This design comes from an exercise in tuning for small area on the open sky130 flow, not from production work.
Only simulation tests tie the RTL to the original design; equivalence was not proved.
Power is estimated from default activity; no workload was simulated.

[flow/design.v]
package ecgr_pkg;
  localparam logic [15:0] ALPHA_RESET    = 16'd410;
  localparam logic [15:0] THRESH_RESET   = 16'd2300;
  localparam logic [15:0] REFR_RESET     = 16'd40;
  localparam logic [15:0] NUMER_RESET    = 16'd12000;
  localparam logic [7:0]  RATE_MIN_RESET = 8'd30;
  localparam logic [7:0]  RATE_MAX_RESET = 8'd220;
  localparam logic [2:0] M_INIT = 3'd0;   
  localparam logic [2:0] M_IDLE = 3'd1;
  localparam logic [2:0] M_CFG  = 3'd2;   
  localparam logic [2:0] M_FILT = 3'd3;   
  localparam logic [2:0] M_DIV  = 3'd4;   
  localparam logic [2:0] M_HUPD = 3'd5;   
  localparam logic [2:0] M_AVG  = 3'd6;   
  localparam logic [2:0] M_GSET = 3'd7;   
endpackage
module ecgr_ring #(
  parameter int L = 16
) (
  input  logic clk,
  input  logic din,
  output logic q0
);
  logic [L-1:0] r;
  always_ff @(posedge clk) r <= {din, r[L-1:1]};
  assign q0 = r[0];
endmodule
module ecg_r_peak_heart_rate (
  input  logic        clk,
  input  logic        rst,
  input  logic        sample_valid,
  output logic        sample_stall,
  input  logic [11:0] adc_sample,
  output logic        result_valid,
  input  logic        result_stall,
  output logic [11:0] filtered_sample,
  output logic        peak_flag,
  output logic        rate_updated,
  output logic [7:0]  heart_rate,
  input  logic        cfg_valid,
  output logic        cfg_ready,
  input  logic [2:0]  cfg_index,
  input  logic [15:0] cfg_data
);
  logic [4:0] ph;
  logic [2:0] mode;
  logic [3:0] pc;
  logic       last;
  logic [3:0] j;
  assign last = (ph == 5'd31);
  assign j    = ph[3:0];
  always_ff @(posedge clk) begin
    if (rst) ph <= '0;
    else     ph <= ph + 1'b1;
  end
  logic is_init, is_cfg, is_filt, is_div, is_hupd, is_avg, is_gset;
  assign is_init = (mode == ecgr_pkg::M_INIT);
  assign is_cfg  = (mode == ecgr_pkg::M_CFG);
  assign is_filt = (mode == ecgr_pkg::M_FILT);
  assign is_div  = (mode == ecgr_pkg::M_DIV);
  assign is_hupd = (mode == ecgr_pkg::M_HUPD);
  assign is_avg  = (mode == ecgr_pkg::M_AVG);
  assign is_gset = (mode == ecgr_pkg::M_GSET);
  logic f0, f10, d0, d15;
  assign f0  = is_filt && (pc == 4'd0);
  assign f10 = is_filt && (pc == 4'd10);
  assign d0  = is_div && (pc == 4'd0);
  assign d15 = is_div && (pc == 4'd15);
  logic m16, m8;
  assign m16 = cfg_data[j];
  assign m8  = cfg_data[j[2:0]];
  logic alpha_q, thresh_q, refr_q, numer_q, rmin_q, rmax_q;
  logic alpha_d, thresh_d, refr_d, numer_d, rmin_d, rmax_d;
  logic cfg_w;
  assign cfg_w = is_cfg;
  always_comb begin
    alpha_d  = alpha_q;
    thresh_d = thresh_q;
    refr_d   = refr_q;
    numer_d  = numer_q;
    rmin_d   = rmin_q;
    rmax_d   = rmax_q;
    if (is_init) begin
      alpha_d  = ecgr_pkg::ALPHA_RESET[j];
      thresh_d = ecgr_pkg::THRESH_RESET[j];
      refr_d   = ecgr_pkg::REFR_RESET[j];
      numer_d  = ecgr_pkg::NUMER_RESET[j];
      rmin_d   = ecgr_pkg::RATE_MIN_RESET[j[2:0]];
      rmax_d   = ecgr_pkg::RATE_MAX_RESET[j[2:0]];
    end else if (cfg_w) begin
      if (cfg_index == 3'd0) alpha_d  = m16;
      if (cfg_index == 3'd1) thresh_d = m16;
      if (cfg_index == 3'd2) refr_d   = m16;
      if (cfg_index == 3'd3) numer_d  = m16;
      if (cfg_index == 3'd4) rmin_d   = m8;
      if (cfg_index == 3'd5) rmax_d   = m8;
    end
  end
  ecgr_ring #(.L(16)) u_alpha  (.clk(clk), .din(alpha_d),  .q0(alpha_q));
  ecgr_ring #(.L(16)) u_thresh (.clk(clk), .din(thresh_d), .q0(thresh_q));
  ecgr_ring #(.L(16)) u_refr   (.clk(clk), .din(refr_d),   .q0(refr_q));
  ecgr_ring #(.L(16)) u_numer  (.clk(clk), .din(numer_d),  .q0(numer_q));
  ecgr_ring #(.L(8))  u_rmin   (.clk(clk), .din(rmin_d),   .q0(rmin_q));
  ecgr_ring #(.L(8))  u_rmax   (.clk(clk), .din(rmax_d),   .q0(rmax_q));
  logic       opbit, nextbit;
  logic [3:0] pcn, tgt;
  logic       tsel;
  assign pcn = pc + 1'b1;
  always_comb begin
    tsel = 1'b0;
    tgt  = 4'd0;
    if (is_filt) begin
      if (pc == 4'd10) begin
        tsel = 1'b1;
        tgt  = 4'd15;
      end else begin
        tgt  = pcn;
      end
    end else if (is_div) begin
      tsel = 1'b1;
      tgt  = ~pcn;
    end
  end
  always_ff @(posedge clk) begin
    if ((ph[4] || is_filt || is_div) && (j == tgt)) nextbit <= tsel ? numer_q : alpha_q;
    if (last) opbit <= nextbit;
  end
  logic [21:0] s;
  logic        s0;
  logic        s_en;
  logic        s_in;
  logic        fwin;      
  logic        xbit;
  logic [15:0] xpad;
  assign s0   = s[0];
  assign fwin = (ph >= 5'd6) && (ph <= 5'd27);
  assign xpad = {4'd0, adc_sample};
  assign xbit = ph[4] ? xpad[j] : 1'b0;
  logic [31:0] t;
  logic        t0;
  logic        t30_w, t30_d, t31_d;
  assign t0 = t[0];
  logic g0, g_d;
  logic h0q, h1q, h2q, h3q;
  logic h0d, h1d, h2d, h3d;
  logic fc;                     
  logic gc;                     
  logic gr, nz, big;            
  logic gt, lt, thr;            
  logic up;                     
  logic seen;
  logic [2:0] fill;
  logic bor, dly, rpos, hi, ge, le;
  logic [1:0] cc, r3;
  logic bb, qp, c3;
  logic pk, upd, rv;
  logic [7:0] held;
  logic fa, fb, fcin, fsum, fcout;
  always_comb begin
    fa   = (pc == 4'd0) ? s0 : t0;
    fb   = opbit ? xbit : s0;
    if (ph == 5'd28) begin
      fa = 1'b0;
      fb = 1'b0;
    end
    fcin  = (ph == 5'd6) ? 1'b0 : fc;
    fsum  = fa ^ fb ^ fcin;
    fcout = (fa & fb) | (fa & fcin) | (fb & fcin);
  end
  logic snew;
  assign snew = opbit ? xbit : t0;
  logic tbit;
  assign tbit = ph[4] ? thresh_q : 1'b0;
  logic gcin, gapb, rb;
  assign gcin = (ph == 5'd0) ? 1'b1 : gc;
  assign gapb = g0 ^ gcin;
  assign rb   = ph[4] ? 1'b0 : refr_q;
  logic bin, dbit, da, dsub, db, dcin, dsum, dcout, qin;
  logic rwin, qwin;
  assign rwin = (ph <= 5'd17);
  assign qwin = (ph >= 5'd24);
  always_comb begin
    bin   = (ph == 5'd0) ? 1'b1 : bor;
    dbit  = g0 ^ bin;
    da    = (ph == 5'd0) ? opbit : (d0 ? 1'b0 : dly);
    dsub  = d0 ? 1'b1 : rpos;
    db    = dbit ^ dsub;
    dcin  = (ph == 5'd0) ? dsub : fc;
    dsum  = da ^ db ^ dcin;
    dcout = (da & db) | (da & dcin) | (db & dcin);
    qin   = (ph == 5'd24) ? (rpos & ~big) : (d0 ? 1'b0 : dly);
  end
  logic ge_n, le_n, hi_n, in_range;
  always_comb begin
    ge_n = (ph == 5'd24) ? 1'b1 : ge;
    le_n = (ph == 5'd24) ? 1'b1 : le;
    if (qin != rmin_q) ge_n = qin;
    if (qin != rmax_q) le_n = rmax_q;
    hi_n = d0 ? 1'b0 : (hi | t0);
    in_range = ~hi_n & ge_n & le_n;
  end
  logic       colmask;
  logic [2:0] tot;
  logic [1:0] ccin;
  logic       sbit;
  assign colmask = ~j[3];
  assign ccin    = (j == 4'd0) ? 2'd0 : cc;
  assign tot     = {1'b0, ccin} + {2'b0, h0q & colmask} + {2'b0, h1q & colmask} +
                   {2'b0, h2q & colmask} + {2'b0, h3q & colmask};
  assign sbit    = tot[0];
  logic [1:0] r3_n;
  always_comb begin
    r3_n = (j == 4'd0) ? 2'd0 : r3;
    if (sbit) begin
      if (j[0]) r3_n = (r3_n == 2'd0) ? 2'd2 : (r3_n == 2'd1) ? 2'd0 : 2'd1;
      else      r3_n = (r3_n == 2'd2) ? 2'd0 : r3_n + 2'd1;
    end
  end
  logic rj, bbin, ybit, qpv, c3in, qj;
  always_comb begin
    rj   = (j == 4'd0) ? r3[0] : (j == 4'd1) ? r3[1] : 1'b0;
    bbin = (j == 4'd0) ? 1'b0 : bb;
    ybit = sbit ^ rj ^ bbin;
    qpv  = (j == 4'd0) ? 1'b0 : qp;
    c3in = (j == 4'd0) ? 1'b0 : c3;
    qj   = ybit ^ qpv ^ c3in;
  end
  logic [3:0] sh_lo;
  logic       held_en, held_in;
  always_comb begin
    held_en = 1'b0;
    held_in = 1'b0;
    sh_lo   = (fill == 3'd2) ? 4'd1 : (fill == 3'd4) ? 4'd2 : 4'd0;
    if (is_init) begin
      held_en = ph[4] && !j[3];
    end else if (is_avg && ph[4]) begin
      if (fill == 3'd3) begin
        held_en = !j[3];
        held_in = qj;
      end else begin
        held_en = (j >= sh_lo) && (j < sh_lo + 4'd8);
        held_in = sbit;
      end
    end
  end
  logic peak;
  assign peak = gr & up & lt & thr;
  always_ff @(posedge clk) begin
    if (rst) begin
      mode <= ecgr_pkg::M_INIT;
      pc   <= '0;
    end else if (last) begin
      pc <= '0;
      unique case (mode)
        ecgr_pkg::M_INIT, ecgr_pkg::M_CFG, ecgr_pkg::M_GSET: mode <= ecgr_pkg::M_IDLE;
        ecgr_pkg::M_IDLE: begin
          if (sample_valid && !rv) mode <= ecgr_pkg::M_FILT;
          else if (cfg_valid)      mode <= ecgr_pkg::M_CFG;
        end
        ecgr_pkg::M_FILT: begin
          if (pc != 4'd10) begin
            pc <= pcn;
          end else if (peak) begin
            mode <= (seen && nz) ? ecgr_pkg::M_DIV : ecgr_pkg::M_GSET;
          end else begin
            mode <= ecgr_pkg::M_IDLE;
          end
        end
        ecgr_pkg::M_DIV: begin
          if (pc != 4'd15) pc <= pcn;
          else mode <= in_range ? ecgr_pkg::M_HUPD : ecgr_pkg::M_GSET;
        end
        ecgr_pkg::M_HUPD: mode <= ecgr_pkg::M_AVG;
        default: mode <= ecgr_pkg::M_GSET;   
      endcase
    end
  end
  assign sample_stall = !(f10 && last);
  assign cfg_ready    = is_cfg && last;
  always_ff @(posedge clk) begin
    if (rst) begin
      up   <= 1'b0;
      seen <= 1'b0;
      fill <= '0;
      rv   <= 1'b0;
    end else begin
      if (f10 && last) up <= gt;
      if (is_gset && last) seen <= 1'b1;
      if (is_hupd && last && fill != 3'd4) fill <= fill + 1'b1;
      if (last && ((f10 && !peak) || is_gset)) rv <= 1'b1;
      else if (!result_stall) rv <= 1'b0;
    end
  end
  assign result_valid = rv;
  always_ff @(posedge clk) begin
    if (f10 && last) begin
      pk  <= peak;
      upd <= 1'b0;
    end
    if (d15 && last) upd <= in_range;
  end
  assign peak_flag    = pk;
  assign rate_updated = upd;
  always_ff @(posedge clk) begin
    if (is_filt && (fwin || ph == 5'd28)) fc <= fcout;
    else if (is_div && rwin)             fc <= dcout;
    if (f0) begin
      gc  <= g0 & gcin;
      gr  <= (gapb ^ rb) ? gapb : ((ph == 5'd0) ? 1'b0 : gr);
      nz  <= ((ph == 5'd0) ? 1'b0 : nz) | g0;
      big <= ((ph == 5'd0) ? 1'b0 : big) | (g0 & ph[4]);
    end
    if (f10 && fwin) begin
      if (snew != s0) begin
        gt <= snew;
        lt <= s0;
      end else if (ph == 5'd6) begin
        gt <= 1'b0;
        lt <= 1'b0;
      end
      if (s0 != tbit) thr <= s0;
      else if (ph == 5'd6) thr <= 1'b0;
    end
    if (is_div) begin
      bor <= ~g0 & bin;
      dly <= t0;
      if (ph == 5'd17) rpos <= ~dsum;
      if (last) hi <= hi_n;
      if (qwin) begin
        ge <= ge_n;
        le <= le_n;
      end
    end
    if (is_avg) begin
      cc <= tot[2:1];
      if (!ph[4]) r3 <= r3_n;
      bb <= (~sbit & (rj | bbin)) | (rj & bbin);
      c3 <= (qj & qpv) | (qj & c3in) | (qpv & c3in);
      qp <= qj;
    end
  end
  always_comb begin
    s_en = 1'b0;
    s_in = s0;
    if (is_init) begin
      s_en = fwin;
      s_in = (ph == 5'd27);
    end else if (is_filt) begin
      s_en = fwin;
      s_in = (pc == 4'd10) ? snew : s0;
    end
  end
  always_ff @(posedge clk) begin
    if (s_en) s <= {s_in, s[21:1]};
  end
  assign filtered_sample = s[21:10];
  always_ff @(posedge clk) begin
    if (held_en) held <= {held_in, held[7:1]};
  end
  assign heart_rate = held;
  always_comb begin
    t30_w = 1'b0;
    t30_d = fsum;
    t31_d = t0;
    if (is_filt && pc != 4'd10 && ph >= 5'd7 && ph <= 5'd28) t30_w = 1'b1;
    if (is_div) begin
      if (rwin)      t31_d = dsum;
      else if (qwin) t31_d = qin;
    end
  end
  always_ff @(posedge clk) begin
    t[29:0] <= t[30:1];
    t[30]   <= t30_w ? t30_d : t[31];
    t[31]   <= t31_d;
  end
  always_comb begin
    g_d = g0;
    if (is_init)      g_d = 1'b0;
    else if (f0)      g_d = gapb;
    else if (is_gset) g_d = (ph == 5'd0);
  end
  ecgr_ring #(.L(32)) u_gap (.clk(clk), .din(g_d), .q0(g0));
  always_comb begin
    h0d = h0q;
    h1d = h1q;
    h2d = h2q;
    h3d = h3q;
    if (is_init) begin
      h0d = 1'b0;
      h1d = 1'b0;
      h2d = 1'b0;
      h3d = 1'b0;
    end else if (is_hupd && qwin) begin
      h0d = t0;
      h1d = h0q;
      h2d = h1q;
      h3d = h2q;
    end
  end
  ecgr_ring #(.L(8)) u_h0 (.clk(clk), .din(h0d), .q0(h0q));
  ecgr_ring #(.L(8)) u_h1 (.clk(clk), .din(h1d), .q0(h1q));
  ecgr_ring #(.L(8)) u_h2 (.clk(clk), .din(h2d), .q0(h2q));
  ecgr_ring #(.L(8)) u_h3 (.clk(clk), .din(h3d), .q0(h3q));
endmodule
[flow/run.sh]
#!/bin/bash
# synth_recipe.tcl (not shown) runs the flow's synth.tcl, then flattens the netlist and writes it again
# the make line also repeats each setting of config.mk as NAME=value (left out here)
make -C /OpenROAD-flow-scripts/flow DESIGN_CONFIG=/design/flow/config.mk WORK_HOME=/design/flow/orfs CLKGATE_MAP_FILE= SYNTH_SCRIPT=/design/flow/synth_recipe.tcl finish
[flow/config.mk]
export PLATFORM = sky130hd
export DESIGN_NAME = ecg_r_peak_heart_rate
export DESIGN_NICKNAME = ecg_r_peak_heart_rate
export VERILOG_FILES = /design/flow/design.v
export SDC_FILE = /design/flow/constraint.sdc
export NUM_CORES = 4
export LEC_CHECK = 0
export CAP_MARGIN = 20
export CORE_MARGIN = 2
export CORE_UTILIZATION = 40
export SLEW_MARGIN = 20
[flow/constraint.sdc]
create_clock -name core_clock -period 10.0 [get_ports {clk}]
set_input_delay 2.0000 -clock core_clock [delete_from_list [all_inputs] [get_ports {clk}]]
set_output_delay 2.0000 -clock core_clock [all_outputs]
set_load 0.01 [all_outputs]
==> results of run 1 <==
cell usage after synthesis (all sizes together), types with 3 or more instances:
library cell  instances
a21oi                18
xor2                  4
edfxtp               55
nor3b                 4
and2                 13
nand2                35
nand2b                6
nor3                  8
or2                   6
mux2                  4
and3                  6
clkbuf               10
dfxtp               194
xnor2                 5
buf                  29
o221ai                4
mux4                  5
fa                    6
inv                  28
ha                   17
nand3b                3
a211oi               10
o22ai                 4
a21boi                3
nor2b                11
nor2                 53
a22o                  3
o21ai                26
nand3                18
o31ai                 4
mux2i                20
nand4                 8
a31oi                 3
logic make-up after synthesis:
group | count (synthesis)
flops | 249
simple gates | 183
compound gates | 92
buf+inv | 67
mux | 29
fa+ha+maj | 23
xor+xnor | 9
layer usage:
metal / GRT usage / share of wire / vias to the layer above
met4: 0.0543 / 0.028 / 0
met1: 0.215 / 0.47 / 2318
met2: 0.224 / 0.43 / 161
li1: - / - / 2363
met3: 0.0302 / 0.065 / 42
met5: 0 / 0 / -
registers in the layout, indices dropped and copies added (netlist names), 2 cells and up:
signal / flops
t: 32
u_gap.r: 32
s: 22
u_alpha.r: 16
u_numer.r: 16
u_refr.r: 16
u_thresh.r: 16
held: 8
u_h0.r: 8
u_h1.r: 8
u_h2.r: 8
u_h3.r: 8
u_rmax.r: 8
u_rmin.r: 8
ph: 5
pc: 4
fill: 3
mode: 3
cc: 2
r3: 2
path summary, 6_finish.rpt:
kind | slack, ns | cells after the start | start | end
worst max register to register | 5.55 | 12 | ph[0]$_SDFF_PP0_ | held[7]$_SDFFCE_PP0P_
worst min register to register | 0.32 | 0 | u_rmin.r[4]$_DFF_P_ | u_rmin.r[3]$_DFF_P_
worst min-delay path | 0.32 | 0 | u_rmin.r[4]$_DFF_P_ | u_rmin.r[3]$_DFF_P_
worst max-delay path | 4.52 | 5 | ph[1]$_SDFF_PP0_ | cfg_ready
power by group:
group	switching, mW	total, mW	internal (mW)
logic	0.0420	0.0825	0.0404
clock network	0.371	0.940	0.569
registers	0.0170	1.09	1.07
cell type report:
| class | instances | area [sq um] | share of cell area |
|---|---|---|---|
| multi-input combinational | 336 | 2380 | 0.242 |
| tap | 270 | 338 | 0.0344 |
| timing repair buffer | 63 | 623 | 0.0634 |
| clock buffer | 32 | 693 | 0.0705 |
| sequential | 249 | 5540 | 0.563 |
| inverter | 28 | 105 | 0.0107 |
| clock inverter | 13 | 154 | 0.0157 |
stage by stage:
step | instances | worst slack [ns] | hold slack [ns]
3_3_place_gp | 946 | 5.13 | 0.310
6_report | 991 | 4.52 | 0.323
4_1_cts | 991 | 4.47 | 0.324
5_1_grt | 991 | 4.29 | 0.327
3_5_place_dp | 946 | 5.04 | 0.312
2_1_floorplan | 652 | 5.76 | 0.310
==> impl.org, run 1 <==
** Setup path
- The cell that appears most often on the critical path is ha_1.
- In this design, the stage delay of the slowest critical-path cell is around 0.84 ns.
- Walking the worst path, the cells encountered are ha_1 > and3_1 > ha_1 > nor4b_1 > clkdlybuf4s50_1.
- Buffering stage count on the worst path with inverters included :: 1
- Critical path fanouts, max :: 22
- Data on the critical path is required at its endpoint by ~8.0 ns.
- Slowest stage cell, crit path :: dfxtp_1
- Arrival time of the worst setup path :: ~3.5 ns
- By startpoint and endpoint, the worst setup path is classified as register to output port.
- The kind of cell with the highest combined delay along the critical path is adder cells.
- The worst setup path is launched from a register.
- STA classifies the critical path endpoint as an output port.

** Clock network
- Clock tree buffer depth :: 3
- Clock tree from TritonCTS :: done
- Root Buffer :: clkbuf_16
- Clock transition at the registers of the reported paths :: roughly 0.060 ns
- For this design, the sink count on the clock tree is 249.
- Buffers inserted by post-CTS timing repair :: 0
- Post-cts hold buffer count :: 0
- CTS built an H-tree with a depth of 1.
- Clock latency on the worst-skew pair :: between 0.5 and 0.6 ns
- Number of CTS-inserted buffers :: 25
- Once the clock tree was built, the resizer swapped 0 gates to a different size.

** STA
- Slew HR :: 0.379
- Final-report max-slew violation count :: 0
- Hold Fails Final Rpt :: 0
- For this run, the top clock speed supported by timing is 182 MHz.
- Final setup violation count :: 0
- Final critical delay including setup and external delays :: around 5.5 ns
- Fraction of the cycle the final worst path needs :: 0.548
- For the pin with the worst max-slew slack, the measured transition is between 0.9 and 1 ns.
- Layout Skew :: 0.0134 ns
- Total negative setup slack :: 0 ns
- Setup repair after global routing left no endpoint under its margin.

** Cells and area
- Top library cells by usage in the layout, fill and taps aside :: 194 x dfxtp_1, 60 x clkdlybuf4s50_1, 55 x edfxtp_1
- # nets final :: roughly 760
- The number of antenna diodes in the final layout is 0.
- Layout cell share with drive strength beyond 1 :: 0.101
- Leaving out fill and tap cells, the most frequent cell in the layout is dfxtp_1.
- Share of the core filled with cells in the final layout :: 0.486
- Number of fill cells :: approximately 1800
- Relative to the synthesized area, the layout overhead comes to 19.2%.
- Final instance area :: between 0.009 and 0.01 sq mm

** Global routing
- GRT Total Usage :: 0.149
- The number of antenna violations at the first check in global routing came to 0.
- Entering global routing, the biggest net connects 29 pins.
- Overflow after GRT :: 0
- The first global-routing pass estimated 25900 um of wire.
- Via count of the first global-routing pass :: between 4000 and 5000

** Routing
- Mean number of vias per cell :: about 5
- Avg WL per Cell :: roughly 16 um
- Antenna viol nets, final :: 0
- The detailed router finished its first iteration with roughly 290 violations.
- Total Wirelength :: roughly 16000 um
- Residual DRC :: 0
- Drt pass-1 iters :: 5
- For this block, the via count after detailed routing is just under 5000.

** Power and ir drop
- Across the VDD grid, the largest voltage drop is 132 uV.
- The completed layout was analyzed and its total power is about 2.1 mW.
- Pleak :: 3.75 nW
- Power per cell area :: between 200 and 250 mW/mm^2

** Yosys
- Multiplexer fraction of the synthesized cell area :: 0.0434
- After synthesis, the largest family of logic cells by area is simple AND/OR/NAND/NOR gates.
- Leading cell types by total area after synthesis :: dfxtp_1 47%, edfxtp_1 20%, ha_1 2.6%, mux2i_1 2.4%, nor2_1 2.4%
- Synthesis produced a netlist whose cell count is 652.
- Post-Synth XOR/XNOR Area :: 0.00956
- Post-synth ARST share :: 0
- The share of the synthesized area in compound gates (AO/OA/AOI/OAI) was 0.0759.
- During synthesis, Yosys emitted a total of 4 warnings.
- Of the post-synthesis cell area, the dominant cell type holds 0.471.
- Adder-cell area share of the yosys netlist :: 0.0404
- Synthesis inferred 249 register bits.
- The mapped netlist covers between 0.008 and 0.009 sq mm.
- Of the synthesized area, sequential elements account for 0.672.
- In this run the mean area of a mapped cell was roughly 13 sq um.
- In the synthesized netlist the dominant register cell turns out to be dfxtp_1.
- Number of nets produced by synthesis :: 711
- Simple logic cell fraction of the synthesized area :: 0.119
- Number of unique standard cell types used by synthesis :: between 60 and 70
- Number of enable flip-flop cells after synthesis :: between 50 and 60
- Cell type contributing the most total cell area after synthesis :: dfxtp_1

** Placed design
- Cell Area, Placed :: 0.00898 sq mm
- During placement, the flow inserted port buffers numbering 60.
- RePlAce Congestion :: between 0.8 and 0.9
- The wire-length estimate of the detail-placed layout is 10900 um.

** Floorplanning
- Vert. Die Dim :: around 150 um
- The core region is roughly 0.020 sq mm.
- For this configuration, the core starts out at a cell density of 0.407.
- Number of placement rows :: 52
- The floorplan step defined a die boundary enclosing 0.0218 sq mm.
- I/O pins :: 61
- Measured along the x axis, the die boundary spans between 100 and 150 um.

** Worst hold path
- The tightest min-delay check is of the register to register type.

** Job
- Max Cap Viol :: 0

** Outcome
- Result of the run :: no timing/DRC/antenna violations
==> run 2, diff against run 1 <==
--- a/flow/config.mk
+++ b/flow/config.mk
@@ -10,2 +10,3 @@
 export CORE_UTILIZATION = 40
+export CTS_BUF_LIST = sky130_fd_sc_hd__clkbuf_4
 export SLEW_MARGIN = 20
==> impl.org, run 2 <==
** Outcome
- Result of the run :: no timing/DRC/antenna violations

** Power and ir drop
- Pleak :: 3.80 nW
- The worst-case IR drop observed on VDD is between 100 and 150 uV.
- Power per cell area :: between 200 and 250 mW/mm^2

** Setup path
- The worst setup path is launched from a register.
- The largest individual stage delay along the critical path comes from the cell dfxtp_1.
- In this run the worst path has a maximum fanout of 22.
- The number of buffers and inverters on the critical path is 1.
- Crit path required time :: about 8.0 ns
- Crit-path max cell delay :: around 0.84 ns
- Critical path class :: register to output port
- The most numerous cell type found on the critical path is ha_1.
- The critical path goes through ha_1 > and3_1 > ha_1 > nor4b_1 > clkdlybuf4s50_1.
- Crit-path leading delay family :: adder cells
- Arrival time of the worst setup path :: 3.65 ns
- Category of the worst setup path capture point :: output port

** Global routing
- Pin count of the biggest net entering global routing :: 29
- Antenna violations before repair :: 1
- For this run, the total global-route usage over all layers was measured as 0.155.
- First-pass GRT wire length :: approximately 27000 um
- Via count of the first global-routing pass :: ~5300
- Global routing finished with a remaining overflow of 0.

** Yosys
- Post-synth ARST share :: 0
- Leading cell types by total area after synthesis :: dfxtp_1 47%, edfxtp_1 20%, ha_1 2.6%, mux2i_1 2.4%, nor2_1 2.4%
- Counting flops and latches in the post-synthesis netlist gives between 200 and 250.
- Synth warnings :: 4
- Average cell area after synthesis :: approximately 13 sq um
- The synthesized netlist occupies a cell area of slightly above 0.008 sq mm.
- In the post-synthesis netlist, the cell with the most instances is dfxtp_1.
- Number of enable flip-flop cells after synthesis :: 55
- Area share of the leading cell type in the synthesized netlist :: 0.471
- The most used flip-flop cell after synthesis is dfxtp_1.
- Number of nets produced by synthesis :: 711
- Part of the Yosys area used for sequential elements :: 0.672
- Synthesis produced a netlist whose cell count is ~650.
- Synth top cells by count :: 194 x dfxtp_1, 55 x edfxtp_1, 53 x nor2_1, 34 x nand2_1, 28 x inv_1
- The synthesized netlist contains 68 unique library cells.
- Summed over all instances, the cell type with the most area after synthesis is dfxtp_1.

** Clock network
- Buffers inserted to repair hold after CTS numbered 0.
- Clock latency on the worst-skew pair :: slightly below 0.7 ns
- Clock tree from TritonCTS :: done
- In this run the deepest clock path goes through 3 buffers.
- Clock-pin slew was measured on the worst setup and hold paths at about 0.070 ns.
- Level count of the clock H-tree :: 2
- Buffers inserted by post-CTS timing repair :: 0
- The clock net in this run drives a total of 249 sinks.
- Gates resized during post-CTS repair numbered 0.
- Number of CTS-inserted buffers :: between 60 and 70
- Root Buffer :: clkbuf_4

** Routing
- In the final routing, the length of wire on met1 measures ~7700 um.
- Avg WL per Cell :: between 15 and 20 um
- Dividing the detail-routed via count by the number of cells gives 4.85.
- After the first detailed-routing iteration, the DRC count stood at between 300 and 400.
- Across all layers, the routed design uses 5124 vias.
- Routed signal wires occupy layers up through met4.
- Total Wirelength :: ~16000 um
- Antenna viol nets, final :: 0
- Drt pass-1 iters :: 5
- Residual DRC :: 0
- Wire segments on met2 add up to 7170 um in the final route.
- Total length of routed met3 wires :: 919 um

** Floorplanning
- Initial core utilization :: 0.407
- The die covers 0.0218 sq mm.
- After floorplanning, the core was divided into 52 placement rows.
- Die width :: ~150 um
- Core footprint :: slightly above 0.02 sq mm
- The die is roughly 150 um tall.
- 61 I/O pins were placed.

** STA
- Counting I/O delays and the setup requirement, the final critical path takes between 5 and 6 ns.
- Setup repair after global routing left no endpoint under its margin.
- For this run, the top clock speed supported by timing is approximately 180 MHz.
- Measured slew at the worst slew-check pin :: 0.936 ns
- Headroom to the max-slew limit came out at 0.376.
- Setup total negative slack on the finished layout was measured at 0 ns.
- The max-slew violation count came to 0.
- Dividing the final minimum period by the clock period gives 0.565.
- The number of hold violations in the final report was 0.
- Final setup violation count :: 0
- Across the routed clock network, the largest skew measured is 0.0273 ns.

** Cells and area
- Relative to the synthesized area, the layout overhead comes to 18.6%.
- The net count of the finished layout is between 700 and 800.
- The layout has between 1500 and 2000 filler cells.
- Leaving out fill and tap cells, the most frequent cell in the layout is dfxtp_1.
- Top library cells by usage in the layout, fill and taps aside :: 194 x dfxtp_1, 90 x clkbuf_4, 60 x clkdlybuf4s50_1
- Share of the core filled with cells in the final layout :: 0.483
- In the final layout, the registers with the most flip-flops are t (32), u_gap.r (32), s (22).
- Of the cells placed in the final design, the portion with a size suffix greater than 1 is 0.163.

** Placed design
- Once detailed placement completed, the half-perimeter wirelength came to ~11000 um.
- RePlAce Congestion :: just under 0.9
- Port buffering added 60 buffers.

** Worst hold path
- In this run the worst hold path is classified as register to register.

** Job
- Across the run, the number of max-cap violations was 0.
[run 2: cell types whose count changed in the layout (fill, tap and decap cells not counted), sizes merged]
cell      change
clkinvlp      -2
clkinv       +10
bufinv        -2
diode         +1
clkbuf       +58
[run 2: final timing paths]
kind                   startpoint  cells past startpoint  slack [ns]               endpoint
max              ph[1]$_SDFF_PP0_                      5        4.35              cfg_ready
min          u_numer.r[4]$_DFF_P_                      0        0.32   u_numer.r[3]$_DFF_P_
max reg2reg      ph[0]$_SDFF_PP0_                     12        5.54  held[7]$_SDFFCE_PP0P_
min reg2reg  u_numer.r[4]$_DFF_P_                      0        0.32   u_numer.r[3]$_DFF_P_
[run 2: per-layer routing]
| metal | global-route usage | vias to the layer above |
|---|---|---|
| met4 | 0.0731 | 0 |
| met1 | 0.214 | 2432 |
| met3 | 0.0420 | 36 |
| li1 | - | 2481 |
| met2 | 0.228 | 175 |
| met5 | 0 | - |
[run 2: cells by family (layout without fill, tap and decap cells)]
logic type / after synthesis / count (layout) / synth area share
fa+ha+maj: 23 / 23 / 0.0404
buf+inv: 67 / 200 / 0.0407
mux: 29 / 29 / 0.0434
compound gates: 92 / 92 / 0.0759
simple gates: 183 / 183 / 0.119
xor+xnor: 9 / 9 / 0.00956
flops: 249 / 249 / 0.672
other cells: 0 / 1 / 0
[run 2: where the power goes]
group | switching (mW) | internal (mW)
sequential | 0.0170 | 1.07
clock | 0.376 | 0.441
combinational | 0.0421 | 0.0405
[run 2: metrics by stage]
step / hold slack (ns) / instance area, sq um / worst slack [ns] / power (mW) / cells
after floorplan: 0.310 / 8240 / 5.76 / 1.15 / 652
after global placement: 0.310 / 8980 / 5.13 / 1.19 / 946
after detailed placement: 0.312 / 8980 / 5.04 / 1.19 / 946
after global routing: 0.319 / 9780 / 4.05 / 2.09 / 1056
after CTS: 0.311 / 9780 / 4.22 / 2.02 / 1055
final: 0.319 / 9780 / 4.35 / 1.99 / 1056
[run 2: worst reg2reg max path, stage by stage (launching register included)]
cell	delay (ns)
dfxtp_1	0.31
buf_4	0.24
inv_1	0.29
ha_1	0.41
or3b_2	0.58
and2_1	0.22
fa_1	0.52
fa_1	0.62
inv_1	0.09
fa_1	0.53
xor2_1	0.19
mux2i_1	0.14
nor2_1	0.06
[run 2: layout make-up]
| class | instances | area [sq um] | area share |
|---|---|---|---|
| antenna | 1 | 2.50 | 0.000256 |
| clock buffer | 90 | 676 | 0.0691 |
| clock inverter | 19 | 118 | 0.0120 |
| inverter | 28 | 105 | 0.0107 |
| multi-input combinational | 336 | 2380 | 0.244 |
| sequential | 249 | 5540 | 0.566 |
| tap | 270 | 338 | 0.0345 |
| timing repair buffer | 63 | 623 | 0.0637 |
==> run 3, diff against run 2 <==
--- a/flow/config.mk
+++ b/flow/config.mk
@@ -9,4 +9,5 @@
 export CORE_MARGIN = 2
-export CORE_UTILIZATION = 40
-export CTS_BUF_LIST = sky130_fd_sc_hd__clkbuf_4
+export CORE_UTILIZATION = 60
+export CTS_BUF_LIST = sky130_fd_sc_hd__clkbuf_2 sky130_fd_sc_hd__clkbuf_4 sky130_fd_sc_hd__clkbuf_8
+export CTS_CLUSTER_SIZE = 30
 export SLEW_MARGIN = 20
==> impl.org, run 3 <==
** Outcome
- The flow ran to the end and the layout has no timing, DRC or antenna violations.

** Cells and area
- Of the cells placed in the final design, the portion with a size suffix greater than 1 is 0.137.
- Most common cell after layout, fill and taps aside :: dfxtp_1
- The layout has 906 filler cells.
- # nets final :: ~780
- Area taken by multi-input logic gates :: 0.00238 sq mm
- Final instance area :: between 0.009 and 0.01 sq mm
- Share of the core filled with cells in the final layout :: 0.727
- In the layout the commonest cells are 194 x dfxtp_1, 60 x clkdlybuf4s50_1, 55 x edfxtp_1.
- Compared with the post-synthesis result, the final layout area differs by 17.7%.
- Count of inserted antenna diode cells :: 0
- Across the whole layout, storage elements account for around 0.0055 sq mm.
- Largest registers :: t (32), u_gap.r (32), s (22)

** Setup path
- In this run the worst path has a maximum fanout of 22.
- By startpoint and endpoint, the worst setup path is classified as register to output port.
- At the worst endpoint, the required time is 8.00 ns.
- Category of the worst setup path capture point :: output port
- Startpoint class of the critical path :: register
- Arrival time of the worst setup path :: between 3 and 4 ns

** Placed design
- Summed over all nets, the half-perimeter wirelength after detailed placement is about 11000 um.
- Worst slack at placement :: between 5 and 6 ns
- Number of buffer cells added on primary ports :: 60
- RePlAce Congestion :: about 0.90
- Cell Area, Placed :: approximately 0.009 sq mm

** STA
- Final-report max-slew violation count :: 0
- Setup total negative slack on the finished layout was measured at 0 ns.
- Setup repair after global routing left no endpoint under its margin.
- Setup slack closes at about 4.5 ns.
- For the pin with the worst max-slew slack, the measured transition is about 0.97 ns.
- Fraction of the cycle the final worst path needs :: 0.554
- For this run, the top clock speed supported by timing is ~180 MHz.
- The number of hold violations in the final report is 0.
- Final setup violation count :: 0
- Final critical delay including setup and external delays :: 5.54 ns
- In this run the tightest slew margin relative to its limit is 0.348.
- Clock skew on the completed layout was measured at 0.0161 ns.

** Routing
- The count of nets left with antenna violations once routing finished came out at 0.
- In the detailed route, the total length drawn on met3 is between 1000 and 1500 um.
- In the routed layout, each cell is associated on average with a via count of ~5.4.
- For this block, wires on met1 add up to roughly 7500 um.
- Avg WL per Cell :: roughly 18 um
- Total length of routed met2 wires :: roughly 7500 um
- Signal routing reaches up to met4.
- For this block, the initial DRC count from the detailed router was between 400 and 500.
- The routed layout has 4949 vias.
- Residual DRC :: 0
- The first detailed-routing pass ran for 5 iterations.
- Summed over all layers, the routed wires come to 16400 um.

** Clock network
- The later pin in the worst-skew pair is clocked with a latency of around 0.52 ns.
- In this run the number of H-tree levels came out at 2.
- Post-cts gate resize count :: 0
- Clock tree from TritonCTS :: done
- Root Buffer :: clkbuf_8
- Post-CTS timing repair inserted 0 buffers for setup.
- Clock-pin slew was measured on the worst setup and hold paths at 0.07 ns.
- In this run, CTS created clock tree buffers numbering 38.
- In this run, post-CTS hold repair placed 0 buffers.
- Clock tree buffer depth :: 3
- Counting every sink on the clock net gives ~250.

** Yosys
- Synthesis inferred around 250 register bits.
- Synth warnings :: 4
- Counting every net in the synthesized netlist gives 711.
- Cell type contributing the most total cell area after synthesis :: dfxtp_1
- Post-synth ARST share :: 0
- A synthesized cell averages between 10 and 15 sq um.
- By count the netlist is led by 194 x dfxtp_1, 55 x edfxtp_1, 53 x nor2_1, 34 x nand2_1, 28 x inv_1.
- Among all cell types in the netlist, the one instantiated most often is dfxtp_1.
- In this run, synthesis inferred 55 flip-flops with an integrated enable.
- Area share of the leading cell type in the synthesized netlist :: 0.471
- Number of unique standard cell types used by synthesis :: 68
- Synth Flop Type :: dfxtp_1
- Synthesis handed over a netlist of 652 instances.
- Post-synth design cell area :: 0.00824 sq mm
- By area the synthesized netlist is led by dfxtp_1 47%, edfxtp_1 20%, ha_1 2.6%, mux2i_1 2.4%, nor2_1 2.4%.
- The share of the Yosys chip area taken by registers is 0.672.

** Global routing
- First-pass GRT wire length :: 26200 um
- The total overflow left after global routing is 0.
- For this run, the total global-route usage over all layers was measured as 0.234.
- The via count of the first global-routing pass came to about 4900.
- Entering global routing, the biggest net connects 28 pins.
- The number of antenna violations at the first check in global routing was 0.

** Floorplanning
- The core region is around 0.013 sq mm.
- The floorplan step defined a die boundary enclosing roughly 0.015 sq mm.
- Initial core utilization :: 0.618
- Number of placement rows :: 42
- Die width :: 121 um
- I/O pins :: 61
- Vert. Die Dim :: around 120 um

** Worst hold path
- The min-delay analysis places its worst path in the category register to register.

** Job
- Max Cap Viol :: 0

** Power and ir drop
- Overall power consumption :: 2.05 mW
- Maximum vdd drop :: between 150 and 200 uV
- In this run the static leakage power is approximately 3.8 nW.
- Power per cell area :: about 210 mW/mm^2
run 3: cell counts after synthesis:
No cell type changed its count.
run 3: worst paths after layout:
kind / start / to / slack, ns / cells after the start
max: ph[1]$_SDFF_PP0_ / cfg_ready / 4.46 / 5
min: t[29]$_DFF_P_ / t[28]$_DFF_P_ / 0.32 / 0
max reg2reg: ph[0]$_SDFF_PP0_ / held[7]$_SDFFCE_PP0P_ / 5.63 / 12
min reg2reg: t[29]$_DFF_P_ / t[28]$_DFF_P_ / 0.32 / 0
run 3: metal layers:
layer  track usage  vias up
li1              -     2395
met1         0.330     2344
met2         0.357      183
met3        0.0540       27
met4        0.0812        0
met5             0        -
run 3: final cells by class:
type / instances / area share
Clock inverter: 11 / 0.0120
Multi-Input combinational cell: 336 / 0.245
Clock buffer: 59 / 0.0740
Timing Repair Buffer: 64 / 0.0650
Inverter: 28 / 0.0108
Sequential cell: 249 / 0.571
Tap cell: 176 / 0.0227
run 3: cell families after synthesis:
family | synth area share
xor gates and xnor gates | 0.00956
AOI/OAI and AO/OA | 0.0759
DFF | 0.672
buffers and inverters | 0.0407
adders and majority gates | 0.0404
muxes | 0.0434
and+or+nand+nor | 0.119
run 3: where the power goes:
group	switching [mW]	internal (mW)
Sequential	0.0187	1.07
Combinational	0.0414	0.0402
Clock	0.368	0.514
run 3: worst max-delay path, cell delays in order (launching register included):
cell,delay (ns)
dfxtp_1,0.85
ha_1,0.39
and3_1,0.19
ha_1,0.57
nor4b_1,0.39
clkdlybuf4s50_1,0.62
run 3: metrics by stage:
stage                     std cells  hold WS (ns)
after floorplan                 652         0.310
after global placement          853         0.310
after detailed placement        853         0.312
after CTS                       923         0.320
after global routing            923         0.320
final                           923         0.318
==> run 4, diff against run 3 <==
--- a/flow/design.v
+++ b/flow/design.v
@@ -63,4 +63,3 @@
   assign is_gset = (mode == ecgr_pkg::M_GSET);
-  logic f0, f10, d0, d15;
-  assign f0  = is_filt && (pc == 4'd0);
+  logic f10, d0, d15;
   assign f10 = is_filt && (pc == 4'd10);
@@ -145,6 +144,3 @@
   logic h0d, h1d, h2d, h3d;
-  logic fc;                     
-  logic gc;                     
-  logic gr, nz, big;            
-  logic gt, lt, thr;            
+  logic [7:0] p;
   logic up;                     
@@ -152,5 +148,2 @@
   logic [2:0] fill;
-  logic bor, dly, rpos, hi, ge, le;
-  logic [1:0] cc, r3;
-  logic bb, qp, c3;
   logic pk, upd, rv;
@@ -165,3 +158,3 @@
     end
-    fcin  = (ph == 5'd6) ? 1'b0 : fc;
+    fcin  = (ph == 5'd6) ? 1'b0 : p[0];
     fsum  = fa ^ fb ^ fcin;
@@ -169,10 +162,23 @@
   end
-  logic snew;
+  logic snew, tbit;
   assign snew = opbit ? xbit : t0;
-  logic tbit;
   assign tbit = ph[4] ? thresh_q : 1'b0;
   logic gcin, gapb, rb;
-  assign gcin = (ph == 5'd0) ? 1'b1 : gc;
+  assign gcin = (ph == 5'd0) ? 1'b1 : p[0];
   assign gapb = g0 ^ gcin;
   assign rb   = ph[4] ? 1'b0 : refr_q;
+  logic gr_n, nz_n, big_n, gt_n, lt_n, thr_n;
+  always_comb begin
+    gr_n  = (gapb ^ rb) ? gapb : ((ph == 5'd0) ? 1'b0 : p[1]);
+    nz_n  = ((ph == 5'd0) ? 1'b0 : p[2]) | g0;
+    big_n = ((ph == 5'd0) ? 1'b0 : p[3]) | (g0 & ph[4]);
+    gt_n  = (ph == 5'd6) ? 1'b0 : p[4];
+    lt_n  = (ph == 5'd6) ? 1'b0 : p[5];
+    thr_n = (ph == 5'd6) ? 1'b0 : p[6];
+    if (snew != s0) begin
+      gt_n = snew;
+      lt_n = s0;
+    end
+    if (s0 != tbit) thr_n = s0;
+  end
   logic bin, dbit, da, dsub, db, dcin, dsum, dcout, qin;
@@ -182,11 +188,11 @@
   always_comb begin
-    bin   = (ph == 5'd0) ? 1'b1 : bor;
+    bin   = (ph == 5'd0) ? 1'b1 : p[1];
     dbit  = g0 ^ bin;
-    da    = (ph == 5'd0) ? opbit : (d0 ? 1'b0 : dly);
-    dsub  = d0 ? 1'b1 : rpos;
+    da    = (ph == 5'd0) ? opbit : (d0 ? 1'b0 : p[2]);
+    dsub  = d0 ? 1'b1 : p[4];
     db    = dbit ^ dsub;
-    dcin  = (ph == 5'd0) ? dsub : fc;
+    dcin  = (ph == 5'd0) ? dsub : p[0];
     dsum  = da ^ db ^ dcin;
     dcout = (da & db) | (da & dcin) | (db & dcin);
-    qin   = (ph == 5'd24) ? (rpos & ~big) : (d0 ? 1'b0 : dly);
+    qin   = (ph == 5'd24) ? (p[4] & ~p[3]) : (d0 ? 1'b0 : p[2]);
   end
@@ -194,7 +200,7 @@
   always_comb begin
-    ge_n = (ph == 5'd24) ? 1'b1 : ge;
-    le_n = (ph == 5'd24) ? 1'b1 : le;
+    ge_n = (ph == 5'd24) ? 1'b1 : p[6];
+    le_n = (ph == 5'd24) ? 1'b1 : p[7];
     if (qin != rmin_q) ge_n = qin;
     if (qin != rmax_q) le_n = rmax_q;
-    hi_n = d0 ? 1'b0 : (hi | t0);
+    hi_n = d0 ? 1'b0 : (p[5] | t0);
     in_range = ~hi_n & ge_n & le_n;
@@ -206,3 +212,3 @@
   assign colmask = ~j[3];
-  assign ccin    = (j == 4'd0) ? 2'd0 : cc;
+  assign ccin    = (j == 4'd0) ? 2'd0 : p[4:3];
   assign tot     = {1'b0, ccin} + {2'b0, h0q & colmask} + {2'b0, h1q & colmask} +
@@ -210,3 +216,4 @@
   assign sbit    = tot[0];
-  logic [1:0] r3_n;
+  logic [1:0] r3, r3_n;
+  assign r3 = p[6:5];
   always_comb begin
@@ -218,10 +225,12 @@
   end
-  logic rj, bbin, ybit, qpv, c3in, qj;
+  logic rj, bbin, ybit, qpv, c3in, qj, bb_n, c3_n;
   always_comb begin
     rj   = (j == 4'd0) ? r3[0] : (j == 4'd1) ? r3[1] : 1'b0;
-    bbin = (j == 4'd0) ? 1'b0 : bb;
+    bbin = (j == 4'd0) ? 1'b0 : p[0];
     ybit = sbit ^ rj ^ bbin;
-    qpv  = (j == 4'd0) ? 1'b0 : qp;
-    c3in = (j == 4'd0) ? 1'b0 : c3;
+    qpv  = (j == 4'd0) ? 1'b0 : p[1];
+    c3in = (j == 4'd0) ? 1'b0 : p[2];
     qj   = ybit ^ qpv ^ c3in;
+    bb_n = (~sbit & (rj | bbin)) | (rj & bbin);
+    c3_n = (qj & qpv) | (qj & c3in) | (qpv & c3in);
   end
@@ -246,3 +255,3 @@
   logic peak;
-  assign peak = gr & up & lt & thr;
+  assign peak = gr_n & up & p[5] & p[6];
   always_ff @(posedge clk) begin
@@ -263,3 +272,3 @@
           end else if (peak) begin
-            mode <= (seen && nz) ? ecgr_pkg::M_DIV : ecgr_pkg::M_GSET;
+            mode <= (seen && nz_n) ? ecgr_pkg::M_DIV : ecgr_pkg::M_GSET;
           end else begin
@@ -286,3 +295,3 @@
     end else begin
-      if (f10 && last) up <= gt;
+      if (f10 && last) up <= p[4];
       if (is_gset && last) seen <= 1'b1;
@@ -304,37 +313,28 @@
   always_ff @(posedge clk) begin
-    if (is_filt && (fwin || ph == 5'd28)) fc <= fcout;
-    else if (is_div && rwin)             fc <= dcout;
-    if (f0) begin
-      gc  <= g0 & gcin;
-      gr  <= (gapb ^ rb) ? gapb : ((ph == 5'd0) ? 1'b0 : gr);
-      nz  <= ((ph == 5'd0) ? 1'b0 : nz) | g0;
-      big <= ((ph == 5'd0) ? 1'b0 : big) | (g0 & ph[4]);
-    end
-    if (f10 && fwin) begin
-      if (snew != s0) begin
-        gt <= snew;
-        lt <= s0;
-      end else if (ph == 5'd6) begin
-        gt <= 1'b0;
-        lt <= 1'b0;
-      end
-      if (s0 != tbit) thr <= s0;
-      else if (ph == 5'd6) thr <= 1'b0;
-    end
-    if (is_div) begin
-      bor <= ~g0 & bin;
-      dly <= t0;
-      if (ph == 5'd17) rpos <= ~dsum;
-      if (last) hi <= hi_n;
-      if (qwin) begin
-        ge <= ge_n;
-        le <= le_n;
+    if (is_filt && !f10) begin
+      p[0] <= fcout;
+    end else if (f10) begin
+      p[0] <= g0 & gcin;
+      p[1] <= gr_n;
+      p[2] <= nz_n;
+      p[3] <= big_n;
+      if (fwin) begin
+        p[4] <= gt_n;
+        p[5] <= lt_n;
+        p[6] <= thr_n;
       end
-    end
-    if (is_avg) begin
-      cc <= tot[2:1];
-      if (!ph[4]) r3 <= r3_n;
-      bb <= (~sbit & (rj | bbin)) | (rj & bbin);
-      c3 <= (qj & qpv) | (qj & c3in) | (qpv & c3in);
-      qp <= qj;
+    end else if (is_div) begin
+      p[0] <= dcout;
+      p[1] <= ~g0 & bin;
+      p[2] <= t0;
+      if (ph == 5'd17) p[4] <= ~dsum;
+      if (last) p[5] <= hi_n;
+      p[6] <= ge_n;
+      p[7] <= le_n;
+    end else if (is_avg) begin
+      p[0]   <= bb_n;
+      p[1]   <= qj;
+      p[2]   <= c3_n;
+      p[4:3] <= tot[2:1];
+      if (!ph[4]) p[6:5] <= r3_n;
     end
@@ -378,3 +378,3 @@
     if (is_init)      g_d = 1'b0;
-    else if (f0)      g_d = gapb;
+    else if (f10)     g_d = gapb;
     else if (is_gset) g_d = (ph == 5'd0);
--- a/flow/config.mk
+++ b/flow/config.mk
@@ -7,7 +7,9 @@
 export LEC_CHECK = 0
+export ABC_AREA = 1
 export CAP_MARGIN = 20
 export CORE_MARGIN = 2
-export CORE_UTILIZATION = 60
-export CTS_BUF_LIST = sky130_fd_sc_hd__clkbuf_2 sky130_fd_sc_hd__clkbuf_4 sky130_fd_sc_hd__clkbuf_8
-export CTS_CLUSTER_SIZE = 30
+export CORE_UTILIZATION = 40
+export CTS_BUF_LIST = sky130_fd_sc_hd__clkbuf_4
+export CTS_CLUSTER_DIAMETER = 50
+export CTS_CLUSTER_SIZE = 12
 export SLEW_MARGIN = 20
==> impl.org, run 4 <==
** Cells and area
- Most common cell after layout, fill and taps aside :: dfxtp_1
- The area growth from synthesis to layout is 14.8%.
- Number of fill cells :: approximately 1800
- In the final layout, the share of cells above drive strength 1 is 0.0686.
- Top library cells by usage in the layout, fill and taps aside :: 194 x dfxtp_1, 108 x nand2_1, 76 x inv_1
- # nets final :: around 850
- Largest registers :: t (32), u_gap.r (32), s (22)

** Yosys
- Synth top cells by count :: 194 x dfxtp_1, 108 x nand2_1, 76 x inv_1, 69 x nor2_1, 57 x o21ai_0
- For this run, the leading register cell type out of synthesis is dfxtp_1.
- Counting every instance in the synthesized netlist gives about 730.
- Cell with the most instances after synthesis :: dfxtp_1
- Leading cell types by total area after synthesis :: dfxtp_1 51%, edfxtp_1 16%, nand2_1 5.3%, o21ai_0 3.7%, inv_1 3.7%
- Counting flops and latches in the post-synthesis netlist gives around 240.
- Part of the Yosys area used for sequential elements :: 0.670
- Yosys printed 4 warnings.
- The number of different library cells used by synthesis comes to 42.
- Counting flops with a built-in enable in the synthesized netlist gives between 40 and 50.
- The share of synthesized area in the top cell type comes to 0.506.
- Counting every net in the synthesized netlist gives around 800.
- Post-synth design cell area :: roughly 0.0077 sq mm
- After synthesis, the share of flip-flops with an asynchronous set or reset is 0.
- Average cell area after synthesis :: 10.6 sq um
- Cell type contributing the most total cell area after synthesis :: dfxtp_1

** Clock network
- Once the clock tree was built, the setup fixing pass inserted 0 buffers.
- Clock tree buffer depth :: 3
- Number of CTS-inserted buffers :: 25
- Clock tree synthesis selected as its root buffer the cell clkbuf_4.
- Clock tree from TritonCTS :: done
- Clock transition at the registers of the reported paths :: around 0.11 ns
- The clock reaches the later pin of the worst-skew pair after 0.64 ns.
- CTS built an H-tree with a depth of 1.
- Post-cts hold buffer count :: 0
- Once the clock tree was built, the resizer swapped 0 gates to a different size.
- Counting every sink on the clock net gives ~240.

** STA
- The number of hold violations in the final report was 0.
- Dividing the final minimum period by the clock period gives 0.540.
- RSZ-0062 raised after global routing :: no
- The max-slew violation count was 0.
- At the pin with the least slew margin, the transition time is between 0.8 and 0.9 ns.
- Based on the critical path, the design can be clocked at up to between 150 and 200 MHz.
- Slew HR :: 0.425
- Adding up every negative setup slack in the final design gives 0 ns.
- Setup slack on the critical path of the routed design comes to approximately 4.6 ns.
- Final setup violation count :: 0
- Final critical delay including setup and external delays :: 5.40 ns
- On the final layout, the worst clock skew is approximately 0.02 ns.

** Setup path
- Buffering stage count on the worst path with inverters included :: 3
- Critical path class :: register to output port
- The signal on the critical path passes through ha_1 > nand2_1 > nor2_1 > ha_1 > inv_1 > nor2_2 > inv_1 > clkdlybuf4s50_1.
- Arrival time of the worst setup path :: about 3.4 ns
- The worst setup path is captured at an output port.
- Crit-path leading delay family :: buffers and inverters
- Among all stages on the critical path, the largest delay is contributed by dfxtp_1.
- The worst setup path is launched from a register.
- Critical path fanouts, max :: 22
- For the worst setup path, the data required time is 8.00 ns.
- On the worst path, the slowest cell contributes a delay of ~0.77 ns.

** Worst hold path
- Class of the worst hold path :: register to register

** Power and ir drop
- Pleak :: around 3.7 nW
- Power per cell area :: about 180 mW/mm^2
- IR analysis of the VDD net gives a maximum drop of between 150 and 200 uV.

** Global routing
- The total overflow left after global routing is 0.
- Pin count of the biggest net entering global routing :: 23
- First-pass GRT wire length :: 24000 um
- GRT Total Usage :: 0.150
- Antenna violations before repair :: 1
- Via count of the first global-routing pass :: ~4700

** Placed design
- In this run the tool buffered the top-level ports with 60 buffer cells.
- At the placement stage, the worst setup path has a slack of approximately 5.3 ns.
- The congestion estimate from routability-driven global placement came to roughly 0.98.
- Post-DP HPWL :: 10700 um

** Routing
- Antenna viol nets, final :: 0
- Avg WL per Cell :: about 14 um
- The first detailed-routing pass took 4 iterations.
- Initial DRC count :: roughly 320
- Total Wirelength :: approximately 15000 um
- After detailed routing, the number of vias per cell comes to 4.81.
- Residual DRC :: 0
- The routed layout has 4993 vias.

** Floorplanning
- Initial core utilization :: 0.409
- Die width :: 143 um
- The total area inside the core boundary comes to 0.0188 sq mm.
- Measured along the y axis, the die boundary spans between 100 and 150 um.
- Overall die area :: roughly 0.02 sq mm
- In this run the core area contains 50 standard-cell rows.
- For this design the top-level I/O count stands at 61.

** Outcome
- The run finished with no timing, DRC or antenna violations.

** Job
- Max-cap violations in this run came to 0.
-- run 4: power breakdown --
| group | total (mW) | internal, mW | switching (mW) |
|---|---|---|---|
| clock network | 0.516 | 0.230 | 0.286 |
| registers | 1.03 | 1.01 | 0.0156 |
| logic | 0.0837 | 0.0362 | 0.0475 |
-- run 4: kinds of logic (layout without fill, tap and decap cells) --
family / after synthesis / in the layout / share of synthesized area
compound gates: 119 / 119 / 0.0861
xor+xnor: 6 / 6 / 0.00685
fa+ha+maj: 26 / 26 / 0.0483
buf+inv: 103 / 180 / 0.0582
flops: 236 / 236 / 0.670
other cells: 0 / 2 / 0
simple gates: 235 / 235 / 0.130
-- run 4: per-stage QoR --
stage | util | hold WS, ns | power, mW | cells | cell area (sq um)
final | 0.469 | 0.328 | 1.62 | 1038 | 8810
after detailed placement | 0.450 | 0.312 | 1.13 | 998 | 8440
after global placement | 0.450 | 0.310 | 1.13 | 998 | 8440
after global routing | 0.469 | 0.329 | 1.70 | 1038 | 8810
after floorplan | - | 0.310 | 1.09 | 725 | 7670
after CTS | 0.469 | 0.331 | 1.65 | 1036 | 8800
-- run 4: per-layer routing --
layer  vias to the layer above  track usage  share of wire
met5                         -            0              0
met3                        34       0.0333          0.059
met2                       152        0.228           0.44
met4                         0       0.0526          0.027
met1                      2311        0.212           0.48
li1                       2496            -              -
-- run 4: cell type report --
class                           count  area [sq um]  area share
Antenna cell                        2          5.00    0.000568
Timing Repair Buffer               63           623      0.0708
Clock inverter                      6           118      0.0134
Multi-Input combinational cell    386          2090       0.237
Tap cell                          234           293      0.0332
Clock buffer                       32           240      0.0273
Inverter                           79           297      0.0337
Sequential cell                   236          5140       0.584
-- run 4: worst paths after layout --
check,startpoint,endpoint,slack (ns),cells after the start
hold / removal,u_alpha.r[11]$_DFF_P_,u_alpha.r[10]$_DFF_P_,0.33,0
setup / recovery,ph[0]$_SDFF_PP0_,sample_stall,4.60,8
hold reg to reg,u_alpha.r[11]$_DFF_P_,u_alpha.r[10]$_DFF_P_,0.33,0
setup reg to reg,ph[0]$_SDFF_PP0_,held[7]$_SDFFCE_PP0P_,5.38,13
==> run 5, diff against run 4 <==
--- a/flow/config.mk
+++ b/flow/config.mk
@@ -11,5 +11,3 @@
 export CORE_UTILIZATION = 40
-export CTS_BUF_LIST = sky130_fd_sc_hd__clkbuf_4
-export CTS_CLUSTER_DIAMETER = 50
-export CTS_CLUSTER_SIZE = 12
+export CTS_BUF_LIST = sky130_fd_sc_hd__clkbuf_16
 export SLEW_MARGIN = 20
==> impl.org, run 5 <==
** Global routing
- The first global-routing pass estimated about 24000 um of wire.
- Antenna violations before repair :: 0
- Via count of the first global-routing pass :: around 4700
- GRT Total Usage :: 0.153
- Overflow after GRT :: 0
- Entering global routing, the biggest net connects 23 pins.

** Worst hold path
- The min-delay analysis places its worst path in the category register to register.
- The worst hold path begins at u_alpha.r[6]$_DFF_P_.
- Cell depth of the worst min-delay path :: 0
- Endpoint, Worst Hold :: u_alpha.r[5]$_DFF_P_

** Yosys
- Area share of the leading cell type in the synthesized netlist :: 0.506
- Cell with the most instances after synthesis :: dfxtp_1
- The most used flip-flop cell after synthesis is dfxtp_1.
- Leading cell types by total area after synthesis :: dfxtp_1 51%, edfxtp_1 16%, nand2_1 5.3%, o21ai_0 3.7%, inv_1 3.7%
- The biggest area contributor in the post-synthesis netlist is dfxtp_1.
- Synth top cells by count :: 194 x dfxtp_1, 108 x nand2_1, 76 x inv_1, 69 x nor2_1, 57 x o21ai_0
- After synthesis the cells add up to around 0.0077 sq mm.
- Average cell area after synthesis :: between 10 and 15 sq um
- Synth warnings :: 4
- Synthesis handed over a netlist of a little over 700 instances.
- Part of the Yosys area used for sequential elements :: 0.670
- Counting distinct cell types in the post-synthesis netlist gives 42.
- The synthesized design contains 42 enable-type register cells.
- The synthesized design contains between 200 and 250 register bits.
- Synthesis produced a netlist with a net count of between 700 and 800.
- After synthesis, the share of flip-flops with an asynchronous set or reset is 0.

** STA
- The max-slew violation count came to 0.
- For the pin with the worst max-slew slack, the measured transition is between 0.9 and 1 ns.
- Hold is met by 0.319 ns.
- Final setup violation count :: 0
- After layout, the minimum clock period comes to ~5.3 ns.
- Total negative setup slack :: 0 ns
- Static timing analysis puts the maximum clock frequency at 190 MHz.
- Hold Fails Final Rpt :: 0
- Slew HR :: 0.386
- Setup repair after global routing left no endpoint under its margin.
- Layout Skew :: 0.00732 ns
- Of the available clock period, the critical path in the final layout requires 0.526.
- Setup slack closes at approximately 4.7 ns.

** Power and ir drop
- Clock group share of total power :: 0.450
- Net switching component of the power :: around 0.43 mW
- Combinational cell fraction of total power :: 0.041
- Internal power comes to about 1.6 mW.
- Overall power consumption :: 2.02 mW
- In this run the static leakage power is 3.89 nW.
- The worst-case IR drop observed on VDD is approximately 180 uV.
- Dividing total power by cell area gives a power density of around 220 mW/mm^2.
- Proportion of total power due to net switching :: 0.213
- Of the total power, registers draw 0.509.

** Clock network
- The number of clock buffers added by TritonCTS is 24.
- The clock passes through at most 3 buffers.
- After clock tree synthesis, the setup repair step added 0 buffers.
- Root Buffer :: clkbuf_16
- Clock latency on the worst-skew pair, taken at its later pin, is between 0.5 and 0.6 ns.
- CTS built an H-tree with a depth of 1.
- Clock tree from TritonCTS :: done
- After clock tree synthesis, the clock-pin slew on the worst setup and hold paths is about 0.060 ns.
- The number of hold buffers added after CTS was 0.
- Clock sinks :: between 200 and 250
- Post-cts gate resize count :: 0

** Routing
- In this run, the number of DRC markers left after iteration 0 of detailed routing was a little over 300.
- For this block, the via count after detailed routing is about 5000.
- Mean number of vias per cell :: roughly 4.8
- In the final routed layout, each cell accounts on average for 14.5 um.
- The first TritonRoute pass finished after 4 iterations.
- Antenna viol nets, final :: 0
- The final layout contains routed wiring with a total length of approximately 15000 um.
- Residual DRC :: 0

** Setup path
- Arrival time of the worst setup path :: between 3 and 4 ns
- In this design, the stage delay of the slowest critical-path cell is 0.75 ns.
- The critical path in this run is classified as register to output port.
- Critical path, cell by cell :: ha_1 > nand2_1 > nor2_1 > ha_1 > inv_1 > nor2_2 > inv_1 > clkdlybuf4s50_1
- Category of the worst setup path capture point :: output port
- Critical path fanouts, max :: 22
- Slowest stage cell, crit path :: dfxtp_1
- The number of cells on the worst reg-to-reg path is 13.
- The worst setup path is launched from a register.
- At the worst endpoint, the required time is ~8 ns.
- The worst register-to-register path begins at ph[0]$_SDFF_PP0_.
- End of the worst register-to-register path :: held[7]$_SDFFCE_PP0P_
- Reg-to-reg slack, setup :: around 5.4 ns

** Cells and area
- Top library cells by usage in the layout, fill and taps aside :: 194 x dfxtp_1, 108 x nand2_1, 79 x inv_1
- Post-route insts no fill :: 1042
- The finished cells cover between 0.009 and 0.01 sq mm.
- Layout cell share with drive strength beyond 1 :: 0.0705
- Most common cell after layout, fill and taps aside :: dfxtp_1
- The area growth from synthesis to layout is 21.1%.
- Share of the core filled with cells in the final layout :: 0.495
- # nets final :: between 800 and 900
- The filler cells instantiated in the layout total ~1700.
- Count of inserted antenna diode cells :: 0
- The largest registers in the layout are t (32), u_gap.r (32), s (22).

** Placed design
- At the end of routability-driven placement, the weighted congestion stood at 0.983.
- Cells after DPL :: 998
- During placement, the flow inserted port buffers numbering 60.
- Post-DP HPWL :: between 10000 and 15000 um
- After detailed placement, the total cell area comes to about 0.0084 sq mm.
- Prior to clock tree synthesis, the placed netlist has a worst setup slack of ~5.3 ns.

** Floorplanning
- The floorplan step defined a core boundary enclosing around 0.019 sq mm.
- Initial core utilization :: 0.409
- I/O pins :: just over 60
- Number of placement rows :: 50
- Vert. Die Dim :: ~140 um
- In this run the horizontal extent of the chip is 143 um.
- The die covers between 0.02 and 0.025 sq mm.

** Job
- Max-cap violations in this run came to 0.

** Outcome
- Result of the run :: no timing/DRC/antenna violations
-- run 5: cell counts after synthesis --
No cell type changed its count.
-- run 5: kinds of logic (layout without fill, tap and decap cells) --
group	after synthesis	in the layout	synth area share
xor+xnor	6	6	0.00685
flops	236	236	0.670
simple gates	235	235	0.130
buf+inv	103	186	0.0582
compound gates	119	119	0.0861
fa+ha+maj	26	26	0.0483
-- run 5: metal layers --
| metal | GRT usage | share of wire |
|---|---|---|
| met2 | 0.234 | 0.44 |
| met1 | 0.216 | 0.48 |
| met4 | 0.0563 | 0.030 |
| met3 | 0.0316 | 0.051 |
| met5 | 0 | 0 |
-- run 5: how the worst max path moves through the flow --
stage               cells past startpoint        startpoint            to  slack [ns]
floorplan                               8  ph[3]$_SDFF_PP0_  sample_stall        6.27
global placement                        8  ph[0]$_SDFF_PP0_  sample_stall        5.37
detailed placement                      8  ph[0]$_SDFF_PP0_  sample_stall        5.30
CTS                                     8  ph[0]$_SDFF_PP0_  sample_stall        4.74
global route                            8  ph[0]$_SDFF_PP0_  sample_stall        4.45
finish                                  8  ph[0]$_SDFF_PP0_  sample_stall        4.74
-- run 5: power groups by stage --
stage | registers, mW | clock network (mW) | logic [mW]
global route | 1.03 | 0.968 | 0.0957
floorplan | 1.04 | 0 | 0.0548
CTS | 1.03 | 0.932 | 0.0834
finish | 1.03 | 0.907 | 0.0837
global placement | 1.05 | 0 | 0.0827
detailed placement | 1.05 | 0 | 0.0826
-- run 5: area by class of cell --
type | count | area (sq um) | area share
clock inverters | 14 | 96.3 | 0.0104
repair buffers | 63 | 623 | 0.0671
well taps | 234 | 293 | 0.0315
clock buffers | 30 | 751 | 0.0808
inverters | 79 | 297 | 0.0319
multi-input cells | 386 | 2090 | 0.225
flip-flops and latches | 236 | 5140 | 0.554
-- run 5: critical path, delay by kind of cell (launching register included) --
kind	cells	cell delay (ns)
adders and majority gates	2	0.75
buffers and inverters	3	0.78
DFF	1	0.75
and+or+nand+nor	3	0.46

==> port drivers added, routing unchanged <==
No port has a modelled driver above. Below, the same layouts with a new extraction and two added sets of constraints. Step 1, drivers: a clkbuf_16 drives clk and a buf_2 each remaining input, both assumed. Step 2 also shifts input and output timing later by t, the mid clock arrival at the registers, as if the neighbouring blocks saw the same clock. a / b / c = ideal ports / drivers / drivers and shift; a / b = the first two.
run	t, ns	slack for setup (ns)	hold slack, ns
run 1	0.556	4.519 / 4.473 / 5.029	0.323 / 0.323 / 0.323
run 2	0.720	4.347 / 4.306 / 5.026	0.319 / 0.319 / 0.319
run 3	0.547	4.461 / 4.422 / 4.969	0.318 / 0.318 / 0.318
run 4	0.664	4.601 / 4.566 / 5.230	0.328 / 0.328 / 0.328
run 5	0.556	4.745 / 4.698 / 5.254	0.319 / 0.319 / 0.319
After both steps every run listed still meets setup and hold.
